Background: an optimization exercise with open tools, aiming at small area, a short achievable clock period and few clock cycles per item. Do not read the settings as production practice. The RTL was checked by simulation tests, not by an equivalence proof against the original design.

==> flow/design.v <==
package cssc_pkg;
   localparam int ArgW  = 20;
   localparam int OutW  = 13;
   localparam int FracW = 14;
   localparam int HueW  = 17;
   localparam logic [OutW-1:0] OneQ12  = 13'd4096;
   localparam logic [OutW-1:0] HalfQ12 = 13'd2048;
   localparam logic signed [ArgW-1:0] PctClip  = 20'sd25603;
   localparam logic signed [ArgW-1:0] ByteClip = 20'sd65287;
   localparam logic signed [ArgW-1:0] RawClip  = 20'sd255;
   localparam logic [22:0] PctBias  = 23'd12;
   localparam logic [22:0] ByteBias = 23'd127;
   localparam logic [23:0] PctRecip  = 24'd10737419;
   localparam logic [23:0] ByteRecip = 24'd1052689;
   localparam int RecipShift = 28;
   localparam logic [20:0] HueBias    = 21'd552960;
   localparam logic [14:0] BlockRecip = 15'd23302;
   localparam int BlockShift = 21;
   localparam logic [10:0] BlockDeg   = 11'd90;
   localparam logic [HueW-1:0] Sixth     = 17'd15360;
   localparam logic [HueW-1:0] Third     = 17'd30720;
   localparam logic [HueW-1:0] HalfTurn  = 17'd46080;
   localparam logic [HueW-1:0] TwoThirds = 17'd61440;
   localparam logic [25:0] LerpRound    = 26'd7680;
   localparam logic [16:0] FifteenRecip = 17'd69906;
   localparam int FifteenShift = 20;
   typedef enum logic [1:0] {
      SCALE_BYTE,
      SCALE_PCT,
      SCALE_RAW,
      SCALE_ONE
   } scale_type;
   typedef enum logic [1:0] {
      SEG_RISE,
      SEG_HIGH,
      SEG_FALL,
      SEG_LOW
   } seg_type;
   typedef struct packed {
      seg_type          seg;
      logic [FracW-1:0] frac;
   } hue_pos_type;
   typedef struct packed {
      logic a;
      logic b;
      logic c;
      logic d;
      logic e;
      logic f;
      logic g;
   } pipe_en_type;
   typedef struct packed {
      logic            hsl;
      logic [OutW-1:0] red;
      logic [OutW-1:0] green;
      logic [OutW-1:0] blue;
      logic [OutW-1:0] alpha;
   } side_type;
endpackage
module cssc_arg_scale (
   input  logic                              clock,
   input  cssc_pkg::pipe_en_type             en,
   input  cssc_pkg::scale_type               scale,
   input  logic signed [cssc_pkg::ArgW-1:0]  value,
   output logic [cssc_pkg::OutW-1:0]         scaled
);
   logic             nonpos;
   logic             sat;
   logic [22:0]      num_wide;
   logic [cssc_pkg::ArgW-1:0]  num;
   logic [23:0]      recip;
   logic [43:0]      prod;
   logic [cssc_pkg::OutW-1:0]  scaled_in;
   logic [cssc_pkg::OutW-1:0]  quot_ff;
   logic [11:0]      raw_ff;
   logic             nonpos_ff;
   logic             sat_ff;
   cssc_pkg::scale_type        scale_ff;
   logic [cssc_pkg::OutW-1:0]  scaled_ff;
   always_comb begin
      nonpos = value[cssc_pkg::ArgW-1] || (value == '0);
      unique case (scale)
         cssc_pkg::SCALE_PCT: begin
            sat      = value > cssc_pkg::PctClip;
            num_wide = {2'b00, value[18:0], 2'b00} + cssc_pkg::PctBias;
         end
         cssc_pkg::SCALE_BYTE: begin
            sat      = value > cssc_pkg::ByteClip;
            num_wide = {value[18:0], 4'b0000} + cssc_pkg::ByteBias;
         end
         cssc_pkg::SCALE_RAW: begin
            sat      = value > cssc_pkg::RawClip;
            num_wide = '0;
         end
         cssc_pkg::SCALE_ONE: begin
            sat      = 1'b1;
            num_wide = '0;
         end
      endcase
      num   = num_wide[cssc_pkg::ArgW-1:0];
      recip = (scale == cssc_pkg::SCALE_PCT) ? cssc_pkg::PctRecip : cssc_pkg::ByteRecip;
      prod  = {24'b0, num} * {20'b0, recip};
   end
   always_comb begin
      priority if (scale_ff == cssc_pkg::SCALE_ONE) scaled_in = cssc_pkg::OneQ12;
      else if (nonpos_ff)                 scaled_in = '0;
      else if (sat_ff)                    scaled_in = cssc_pkg::OneQ12;
      else if (scale_ff == cssc_pkg::SCALE_RAW)     scaled_in = {1'b0, raw_ff};
      else                                scaled_in = quot_ff;
   end
   always_ff @(posedge clock) begin
      if (en.a) begin
         quot_ff   <= prod[cssc_pkg::RecipShift +: cssc_pkg::OutW];
         raw_ff    <= {value[7:0], 4'b0000};
         nonpos_ff <= nonpos;
         sat_ff    <= sat;
         scale_ff  <= scale;
      end
      if (en.b) begin
         scaled_ff <= scaled_in;
      end
   end
   assign scaled = scaled_ff;
endmodule
module cssc_hsl_prep (
   input  logic                              clock,
   input  cssc_pkg::pipe_en_type             en,
   input  logic signed [cssc_pkg::ArgW-1:0]  hue,
   input  logic [cssc_pkg::OutW-1:0]         sat_q12,
   input  logic [cssc_pkg::OutW-1:0]         light_q12,
   output logic [cssc_pkg::OutW-1:0]         p,
   output logic [cssc_pkg::OutW-1:0]         q,
   output logic [cssc_pkg::OutW-1:0]         d,
   output cssc_pkg::hue_pos_type             pos0,
   output cssc_pkg::hue_pos_type             pos1,
   output cssc_pkg::hue_pos_type             pos2
);
   function automatic cssc_pkg::hue_pos_type locate(input logic [cssc_pkg::HueW-1:0] t);
      cssc_pkg::hue_pos_type      r;
      logic [cssc_pkg::HueW-1:0]  fall;
      fall   = cssc_pkg::TwoThirds - t;
      r.frac = '0;
      priority if (t < cssc_pkg::Sixth) begin
         r.seg  = cssc_pkg::SEG_RISE;
         r.frac = t[cssc_pkg::FracW-1:0];
      end else if (t < cssc_pkg::HalfTurn) begin
         r.seg = cssc_pkg::SEG_HIGH;
      end else if (t < cssc_pkg::TwoThirds) begin
         r.seg  = cssc_pkg::SEG_FALL;
         r.frac = fall[cssc_pkg::FracW-1:0];
      end else begin
         r.seg = cssc_pkg::SEG_LOW;
      end
      locate = r;
   endfunction
   logic [20:0]      biased;
   logic [25:0]      bprod;
   logic [10:0]      rem_w;
   logic [cssc_pkg::HueW-1:0]  h_in;
   logic             big;
   logic [13:0]      mfac;
   logic [26:0]      ml;
   logic [26:0]      rnd_w;
   logic [14:0]      rnd;
   logic [14:0]      q_w;
   logic [cssc_pkg::OutW-1:0]  q_in;
   logic [13:0]      p_w;
   logic [cssc_pkg::OutW-1:0]  p_in;
   logic [cssc_pkg::OutW-1:0]  d_in;
   logic [cssc_pkg::HueW-1:0] tch0;
   logic [cssc_pkg::HueW-1:0] tch1;
   logic [cssc_pkg::HueW-1:0] tch2;
   cssc_pkg::hue_pos_type pos0_in;
   cssc_pkg::hue_pos_type pos1_in;
   cssc_pkg::hue_pos_type pos2_in;
   logic [10:0]      blk_ff;
   logic [9:0]       lo_ff;
   logic [3:0]       bq_ff;
   logic [cssc_pkg::HueW-1:0]  h_ff;
   logic [26:0]      ml_ff;
   logic [cssc_pkg::OutW-1:0]  sc_ff;
   logic [cssc_pkg::OutW-1:0]  lc_ff;
   logic [cssc_pkg::HueW-1:0]  hc_ff;
   logic             bigc_ff;
   logic [cssc_pkg::OutW-1:0]  p_ff;
   logic [cssc_pkg::OutW-1:0]  q_ff;
   logic [cssc_pkg::OutW-1:0]  d_ff;
   cssc_pkg::hue_pos_type pos0_ff;
   cssc_pkg::hue_pos_type pos1_ff;
   cssc_pkg::hue_pos_type pos2_ff;
   always_comb begin
      biased = {hue[cssc_pkg::ArgW-1], hue} + cssc_pkg::HueBias;
      bprod  = {15'b0, biased[20:10]} * {11'b0, cssc_pkg::BlockRecip};
   end
   always_comb begin
      rem_w = blk_ff - ({7'b0, bq_ff} * cssc_pkg::BlockDeg);
      h_in  = {rem_w[6:0], lo_ff};
   end
   always_comb begin
      big  = light_q12 >= cssc_pkg::HalfQ12;
      mfac = big ? {1'b0, sat_q12} : ({1'b0, sat_q12} + 14'd4096);
      ml   = {14'b0, light_q12} * {13'b0, mfac};
   end
   always_comb begin
      rnd_w = ml_ff + 27'd2048;
      rnd   = rnd_w[26:12];
      q_w   = bigc_ff ? ({2'b00, lc_ff} + {2'b00, sc_ff} - rnd) : rnd;
      q_in  = q_w[cssc_pkg::OutW-1:0];
      p_w   = {lc_ff, 1'b0} - {1'b0, q_in};
      p_in  = p_w[cssc_pkg::OutW-1:0];
      d_in  = q_in - p_in;
      tch0 = (hc_ff >= cssc_pkg::TwoThirds) ? (hc_ff - cssc_pkg::TwoThirds) : (hc_ff + cssc_pkg::Third);
      tch1 = hc_ff;
      tch2 = (hc_ff < cssc_pkg::Third) ? (hc_ff + cssc_pkg::TwoThirds) : (hc_ff - cssc_pkg::Third);
      pos0_in = locate(tch0);
      pos1_in = locate(tch1);
      pos2_in = locate(tch2);
   end
   always_ff @(posedge clock) begin
      if (en.a) begin
         blk_ff <= biased[20:10];
         lo_ff  <= biased[9:0];
         bq_ff  <= bprod[cssc_pkg::BlockShift +: 4];
      end
      if (en.b) begin
         h_ff <= h_in;
      end
      if (en.c) begin
         ml_ff   <= ml;
         sc_ff   <= sat_q12;
         lc_ff   <= light_q12;
         hc_ff   <= h_ff;
         bigc_ff <= big;
      end
      if (en.d) begin
         p_ff   <= p_in;
         q_ff   <= q_in;
         d_ff   <= d_in;
         pos0_ff <= pos0_in;
         pos1_ff <= pos1_in;
         pos2_ff <= pos2_in;
      end
   end
   assign p   = p_ff;
   assign q   = q_ff;
   assign d   = d_ff;
   assign pos0 = pos0_ff;
   assign pos1 = pos1_ff;
   assign pos2 = pos2_ff;
endmodule
module cssc_hue_lerp (
   input  logic                       clock,
   input  cssc_pkg::pipe_en_type      en,
   input  logic [cssc_pkg::OutW-1:0]  p,
   input  logic [cssc_pkg::OutW-1:0]  q,
   input  logic [cssc_pkg::OutW-1:0]  d,
   input  cssc_pkg::hue_pos_type      pos,
   input  logic                       hsl,
   input  logic [cssc_pkg::OutW-1:0]  rgb,
   output logic [cssc_pkg::OutW-1:0]  value
);
   logic [25:0]      lp;
   logic [32:0]      zp;
   logic [13:0]      sum;
   logic [13:0]      hv;
   logic [cssc_pkg::OutW-1:0]  hv_clamp;
   logic [cssc_pkg::OutW-1:0]  value_in;
   logic [15:0]      y_ff;
   cssc_pkg::seg_type          seg_e_ff;
   logic [cssc_pkg::OutW-1:0]  p_e_ff;
   logic [cssc_pkg::OutW-1:0]  q_e_ff;
   logic [cssc_pkg::OutW-1:0]  z_ff;
   cssc_pkg::seg_type          seg_f_ff;
   logic [cssc_pkg::OutW-1:0]  p_f_ff;
   logic [cssc_pkg::OutW-1:0]  q_f_ff;
   logic [cssc_pkg::OutW-1:0]  value_ff;
   assign lp = ({13'b0, d} * {12'b0, pos.frac}) + cssc_pkg::LerpRound;
   assign zp = {17'b0, y_ff} * {16'b0, cssc_pkg::FifteenRecip};
   always_comb begin
      sum = {1'b0, p_f_ff} + {1'b0, z_ff};
      unique case (seg_f_ff)
         cssc_pkg::SEG_RISE, cssc_pkg::SEG_FALL: hv = sum;
         cssc_pkg::SEG_HIGH:           hv = {1'b0, q_f_ff};
         cssc_pkg::SEG_LOW:            hv = {1'b0, p_f_ff};
      endcase
      hv_clamp = (hv > {1'b0, cssc_pkg::OneQ12}) ? cssc_pkg::OneQ12 : hv[cssc_pkg::OutW-1:0];
      value_in = hsl ? hv_clamp : rgb;
   end
   always_ff @(posedge clock) begin
      if (en.e) begin
         y_ff     <= lp[25:10];
         seg_e_ff <= pos.seg;
         p_e_ff   <= p;
         q_e_ff   <= q;
      end
      if (en.f) begin
         z_ff     <= zp[cssc_pkg::FifteenShift +: cssc_pkg::OutW];
         seg_f_ff <= seg_e_ff;
         p_f_ff   <= p_e_ff;
         q_f_ff   <= q_e_ff;
      end
      if (en.g) begin
         value_ff <= value_in;
      end
   end
   assign value = value_ff;
endmodule
module css_color_function_to_rgba (
   input  logic                              clock,
   input  logic                              reset,
   input  logic                              req_valid,
   output logic                              req_ready,
   input  logic                              req_mode,
   input  logic signed [cssc_pkg::ArgW-1:0]  req_first_value,
   input  logic signed [cssc_pkg::ArgW-1:0]  req_second_value,
   input  logic signed [cssc_pkg::ArgW-1:0]  req_third_value,
   input  logic signed [cssc_pkg::ArgW-1:0]  req_alpha_value,
   input  logic                              req_first_is_percent,
   input  logic                              req_second_is_percent,
   input  logic                              req_third_is_percent,
   input  logic                              req_alpha_is_percent,
   input  logic                              req_alpha_given,
   output logic                              rsp_valid,
   input  logic                              rsp_ready,
   output logic [cssc_pkg::OutW-1:0]         rsp_red_out,
   output logic [cssc_pkg::OutW-1:0]         rsp_green_out,
   output logic [cssc_pkg::OutW-1:0]         rsp_blue_out,
   output logic [cssc_pkg::OutW-1:0]         rsp_alpha_out
);
   localparam int Stages = 7;
   logic [Stages-1:0]  vld_ff;
   logic [Stages-1:0]  adv;
   cssc_pkg::pipe_en_type        en;
   cssc_pkg::scale_type          sc_first;
   cssc_pkg::scale_type          sc_second;
   cssc_pkg::scale_type          sc_third;
   cssc_pkg::scale_type          sc_alpha;
   logic [cssc_pkg::OutW-1:0]    r_q;
   logic [cssc_pkg::OutW-1:0]    g_q;
   logic [cssc_pkg::OutW-1:0]    b_q;
   logic [cssc_pkg::OutW-1:0]    a_q;
   logic               mode_a_ff;
   logic               mode_b_ff;
   cssc_pkg::side_type           side_in;
   cssc_pkg::side_type           side0_ff;
   cssc_pkg::side_type           side1_ff;
   cssc_pkg::side_type           side2_ff;
   cssc_pkg::side_type           side3_ff;
   logic [cssc_pkg::OutW-1:0]    alpha_ff;
   logic [cssc_pkg::OutW-1:0]    hp;
   logic [cssc_pkg::OutW-1:0]    hq;
   logic [cssc_pkg::OutW-1:0]    hd;
   cssc_pkg::hue_pos_type        hpos0;
   cssc_pkg::hue_pos_type        hpos1;
   cssc_pkg::hue_pos_type        hpos2;
   logic [cssc_pkg::OutW-1:0]    chan0;
   logic [cssc_pkg::OutW-1:0]    chan1;
   logic [cssc_pkg::OutW-1:0]    chan2;
   always_comb begin
      adv[Stages-1] = !vld_ff[Stages-1] || rsp_ready;
      for (int k = Stages - 2; k >= 0; k--) begin
         adv[k] = !vld_ff[k] || adv[k+1];
      end
   end
   assign en = {adv[0], adv[1], adv[2], adv[3], adv[4], adv[5], adv[6]};
   assign req_ready = adv[0];
   always_ff @(posedge clock) begin
      if (reset) begin
         vld_ff <= '0;
      end else begin
         for (int k = 0; k < Stages; k++) begin
            if (adv[k]) begin
               vld_ff[k] <= (k == 0) ? req_valid : vld_ff[(k == 0) ? 0 : k - 1];
            end
         end
      end
   end
   always_comb begin
      sc_first  = req_first_is_percent ? cssc_pkg::SCALE_PCT : cssc_pkg::SCALE_BYTE;
      sc_second = (req_mode || req_second_is_percent) ? cssc_pkg::SCALE_PCT : cssc_pkg::SCALE_BYTE;
      sc_third  = (req_mode || req_third_is_percent) ? cssc_pkg::SCALE_PCT : cssc_pkg::SCALE_BYTE;
      priority if (!req_alpha_given)    sc_alpha = cssc_pkg::SCALE_ONE;
      else if (req_alpha_is_percent)    sc_alpha = cssc_pkg::SCALE_PCT;
      else                                 sc_alpha = cssc_pkg::SCALE_RAW;
   end
   cssc_arg_scale u_scale_first (
      .clock  (clock),
      .en     (en),
      .scale  (sc_first),
      .value  (req_first_value),
      .scaled (r_q)
   );
   cssc_arg_scale u_scale_second (
      .clock  (clock),
      .en     (en),
      .scale  (sc_second),
      .value  (req_second_value),
      .scaled (g_q)
   );
   cssc_arg_scale u_scale_third (
      .clock  (clock),
      .en     (en),
      .scale  (sc_third),
      .value  (req_third_value),
      .scaled (b_q)
   );
   cssc_arg_scale u_scale_alpha (
      .clock  (clock),
      .en     (en),
      .scale  (sc_alpha),
      .value  (req_alpha_value),
      .scaled (a_q)
   );
   cssc_hsl_prep u_hsl_prep (
      .clock     (clock),
      .en        (en),
      .hue       (req_first_value),
      .sat_q12   (g_q),
      .light_q12 (b_q),
      .p         (hp),
      .q         (hq),
      .d         (hd),
      .pos0      (hpos0),
      .pos1      (hpos1),
      .pos2      (hpos2)
   );
   assign side_in = {mode_b_ff, r_q, g_q, b_q, a_q};
   always_ff @(posedge clock) begin
      if (en.a) mode_a_ff <= req_mode;
      if (en.b) mode_b_ff <= mode_a_ff;
      if (en.c) side0_ff <= side_in;
      if (en.d) side1_ff <= side0_ff;
      if (en.e) side2_ff <= side1_ff;
      if (en.f) side3_ff <= side2_ff;
      if (en.g) alpha_ff <= side3_ff.alpha;
   end
   cssc_hue_lerp u_lerp_red (
      .clock (clock),
      .en    (en),
      .p     (hp),
      .q     (hq),
      .d     (hd),
      .pos   (hpos0),
      .hsl   (side3_ff.hsl),
      .rgb   (side3_ff.red),
      .value (chan0)
   );
   cssc_hue_lerp u_lerp_green (
      .clock (clock),
      .en    (en),
      .p     (hp),
      .q     (hq),
      .d     (hd),
      .pos   (hpos1),
      .hsl   (side3_ff.hsl),
      .rgb   (side3_ff.green),
      .value (chan1)
   );
   cssc_hue_lerp u_lerp_blue (
      .clock (clock),
      .en    (en),
      .p     (hp),
      .q     (hq),
      .d     (hd),
      .pos   (hpos2),
      .hsl   (side3_ff.hsl),
      .rgb   (side3_ff.blue),
      .value (chan2)
   );
   assign rsp_valid     = vld_ff[Stages-1];
   assign rsp_red_out   = chan0;
   assign rsp_green_out = chan1;
   assign rsp_blue_out  = chan2;
   assign rsp_alpha_out = alpha_ff;
endmodule
==> flow/run.sh <==
#!/bin/bash
# synth_recipe.tcl (not shown) runs the flow's synth.tcl, then flattens the netlist and writes it again
# the make line also repeats each setting of config.mk as NAME=value (left out here)
make -C /OpenROAD-flow-scripts/flow DESIGN_CONFIG=/design/flow/config.mk WORK_HOME=/design/flow/orfs CLKGATE_MAP_FILE= SYNTH_SCRIPT=/design/flow/synth_recipe.tcl finish
==> flow/config.mk <==
export PLATFORM = sky130hd
export DESIGN_NAME = css_color_function_to_rgba
export DESIGN_NICKNAME = css_color_function_to_rgba
export VERILOG_FILES = /design/flow/design.v
export SDC_FILE = /design/flow/constraint.sdc
export NUM_CORES = 4
export LEC_CHECK = 0
export CAP_MARGIN = 20
export CORE_MARGIN = 2
export CORE_UTILIZATION = 40
export SLEW_MARGIN = 20
==> flow/constraint.sdc <==
create_clock -name core_clock -period 11.0 [get_ports {clock}]
set_input_delay 2.2000 -clock core_clock [delete_from_list [all_inputs] [get_ports {clock}]]
set_output_delay 2.2000 -clock core_clock [all_outputs]
set_load 0.01 [all_outputs]
==> results.toml <==
[clock_tree]
cts_tree = "built"
htreeDepth = 3
numCtsBuffers = 78
cts_hold_buf = 0
clk_pin_slew_ns = 0.06
ctsLongestPathBuffers = 3
cts_resized = 0
clockRootBuffer = "clkbuf_16"
numClockSinks = 699
cts_setup_buffers = 0
clk_latency_ns = 0.70

[place]
io_buffers = 143
place_inst = 12500
gp_routability_congestion = 0.933
hpwlAfterDp_mm = 199
pre_cts_ws_ns = -0.00589

[synth]
ys_seq_elements = 699
synth_area_per_cell_um2 = 10.4
synthDistinctLibCells = 92
synthMuxAreaShare_pct = 0.630
synth.cell_area_mm2 = 0.0959
yosysSeqAreaShare_pct = 21.8
async_reset_ff_share_pct = 0
yosys.area_share.adder_pct = 50.3
synthSimpleGateAreaFrac_pct = 9.30
synth-edff-count = 692
synth_top_family_by_area = "adder cells"
ys.flop_type = "edfxtp_1"
synth_compound_area_share_pct = 5.30
synth_xor_area_share_pct = 3.32
ys_warn_count = 4
netlist_instances = 9217

[sta]
tightest_slew_ns = 0.996
fin_ws_ns = 0.745
period_minus_slack_ns = 10.25
drv_slew = 0
fin_crit_sh_pct = 93.2
relSlewSlack_pct = 33.2
timing.fmax_mhz = 97.5
whs_ns = 0.390
rsz0062_at_grt = "no"
hold_viol_final = 0
skew_ns = 0.0530
setup_violations = 0

[final_layout]
fill_cells = 22500
drive_above_1_share_pct = 3.13
final_cell_count_no_fill = 12600
diodes = 0
syn_to_final_growth_pct = 8.61
final_common_cell = "inv_1"
layout_common_cells = "inv_1 (2140), ha_1 (1722), fa_1 (1332)"
fin_nets = 12500

[worst_setup_path]
max_stage_delay_ns = 0.63
crit_start = "req_third_value[0]"
end_kind = "flop"
cp-start-kind = "input pin"
worstPathRequired_ns = 11.42
cp.arrival_ns = 10.67
reg2reg_from = "u_hsl_prep.d_ff[4]"
cp_max_fo = 8
critical_path_class = "in2reg"
slowest_stage = "clkdlybuf4s50_1"

[floorplan]
start_util_pct = 40.3
core_area_mm2 = 0.238
rows = 179
die_area_mm2 = 0.244
io_pins = 144
die_w_um = 494
die_y_um = 494

[drt]
detail-route-antenna-nets = 0
drt-total-wl_mm = 234
drtIter0Drc = 3274
vias = 62600
via_per_inst = 4.96
first_pass_iters = 7
routedWlPerCell_um = 18.5
drc_errors = 0

[global_routing]
grt_util_all_layers_pct = 19.6
antenna_found_initial = 5
grtUsageMet2_pct = 34.2
grt_pass1_wl_mm = 375
grt_start_max_net_pins = 76
grt_pass1_vias = 67400
use_met1_pct = 26.4
grt-ovfl-total = 0
grt_util_met3_pct = 1.63
grt.busiest_layer = "met2"

[run]
drv_cap = 0

[min_path]
hp-class = "reg2reg"
hp-start = "side0_ff[42]"

[outcome]
status = "complete, no violations"
[synth_stat cells, drive strengths merged (7+ instances only)]
cell type	number	share of area, %
inv	2143	8.4
ha	1722	22
fa	1332	28
edfxtp	692	22
nand2	690	2.7
nor2	378	1.5
and2	301	2.0
xnor2	240	2.2
clkbuf	210	0.84
a21oi	190	1.0
o21ai	173	0.90
xor2	124	1.1
nor3	109	0.57
nand3	100	0.52
a21o	82	0.65
mux2i	51	0.53
nand2b	49	0.32
nand4	49	0.32
and3	48	0.31
or2	46	0.30
o22ai	41	0.27
nor2b	38	0.25
o21a	38	0.30
a31oi	35	0.23
o31ai	29	0.23
a211oi	24	0.19
buf	20	0.13
nor4	20	0.13
or3	20	0.14
o211ai	19	0.15
o21bai	17	0.13
a21boi	14	0.11
o2111ai	14	0.13
a31o	11	0.10
a211o	9	0.082
a22oi	9	0.070
o31a	9	0.082
and4	8	0.073
mux2	8	0.098
a2111oi	7	0.065
dfxtp	7	0.15
o41ai	7	0.072
[metrics by stage]
| step | TNS (ns) | util [%] | instance area, um2 |
|---|---|---|---|
| 3_3_place_gp | -0.0121 | 42.6 | 101000 |
| 6_report | 0 | 43.8 | 104000 |
| 4_1_cts | 0 | 43.8 | 104000 |
| 3_5_place_dp | -0.00589 | 42.6 | 101000 |
| 5_1_grt | 0 | 43.8 | 104000 |
| 2_1_floorplan | 0 | - | 96300 |
[worst max-delay path, delay by kind of cell]
kind,cells,cell delay [ns]
XOR/XNOR,2,0.33
buffers and inverters,8,1.39
adder cells (fa/ha/maj),9,3.97
AND/OR/NAND/NOR,8,1.53
AO/OA/AOI/OAI,5,1.24
[flip-flops by register name, summed over array words and instances (netlist names), 14 cells and up]
register / flops
side0_ff: 53
u_hsl_prep.hc_ff: 17
u_lerp_blue.y_ff: 16
u_hsl_prep.pos1_ff: 16
side2_ff: 53
side1_ff: 53
u_lerp_green.y_ff: 16
u_hsl_prep.pos0_ff: 16
u_hsl_prep.pos2_ff: 16
u_hsl_prep.h_ff: 17
u_lerp_red.y_ff: 16
side3_ff: 53
u_hsl_prep.ml_ff: 14
[final cells by class]
cell class	instances	area, um2	area share, %
Multi-Input combinational cell	6238	66400	63.7
Sequential cell	699	20900	20.1
Inverter	2147	8070	7.74
Tap cell	3167	3960	3.80
Timing Repair Buffer	234	2140	2.05
Clock buffer	87	2010	1.93
Clock inverter	57	686	0.658
[final timing paths]
check / endpoint / slack (ns) / cells after the start
max: u_scale_third.quot_ff[11] / 0.75 / 32
min: side1_ff[42] / 0.39 / 0
max reg2reg: u_lerp_red.y_ff[14] / 3.88 / 21
min reg2reg: side1_ff[42] / 0.39 / 0
[metal layers]
layer / share of wire, % / up-vias
li1: - / 29800
met1: 45 / 31400
met2: 50 / 1161
met3: 3.1 / 262
met4: 2.3 / 2
met5: 0.0056 / -
[cells by family after synthesis]
family | after synthesis
xor+xnor | 364
fa+ha+maj | 3054
flops | 699
mux | 59
buf+inv | 2377
compound gates | 782
simple gates | 1880
other cells | 2
Testbench counts, summed over its fixed seeds: cycles 16,056, items 16,000.

[static timing again, ports no longer ideal]
In the flow no input, the clock included, has a driving cell. The finished layout below was timed again as built, in two steps.
Step 1 (the two cells are an assumption about what drives the block):
set clk [get_ports {clock}]
set_driving_cell -lib_cell sky130_fd_sc_hd__clkbuf_16 $clk
set_driving_cell -lib_cell sky130_fd_sc_hd__buf_2 [delete_from_list [all_inputs] $clk]
Step 2 also shifts input and output timing later by t, the mid clock arrival at the registers, as if the neighbouring blocks saw the same clock.
Slacks: ideal / step 1 / step 2; pairs: ideal / step 1.
shift t [ns]: 0.748
setup WS [ns]: 0.745 / 0.799 / 0.052
slew at the worst register clock pin (ns): 0.07 / 0.07
worst slew at a driven data input, ns: 0.06
After both steps setup and hold are still met in this run. For this run, drivers alone change the setup slack by +0.054 ns; drivers and shift together by -0.693 ns.
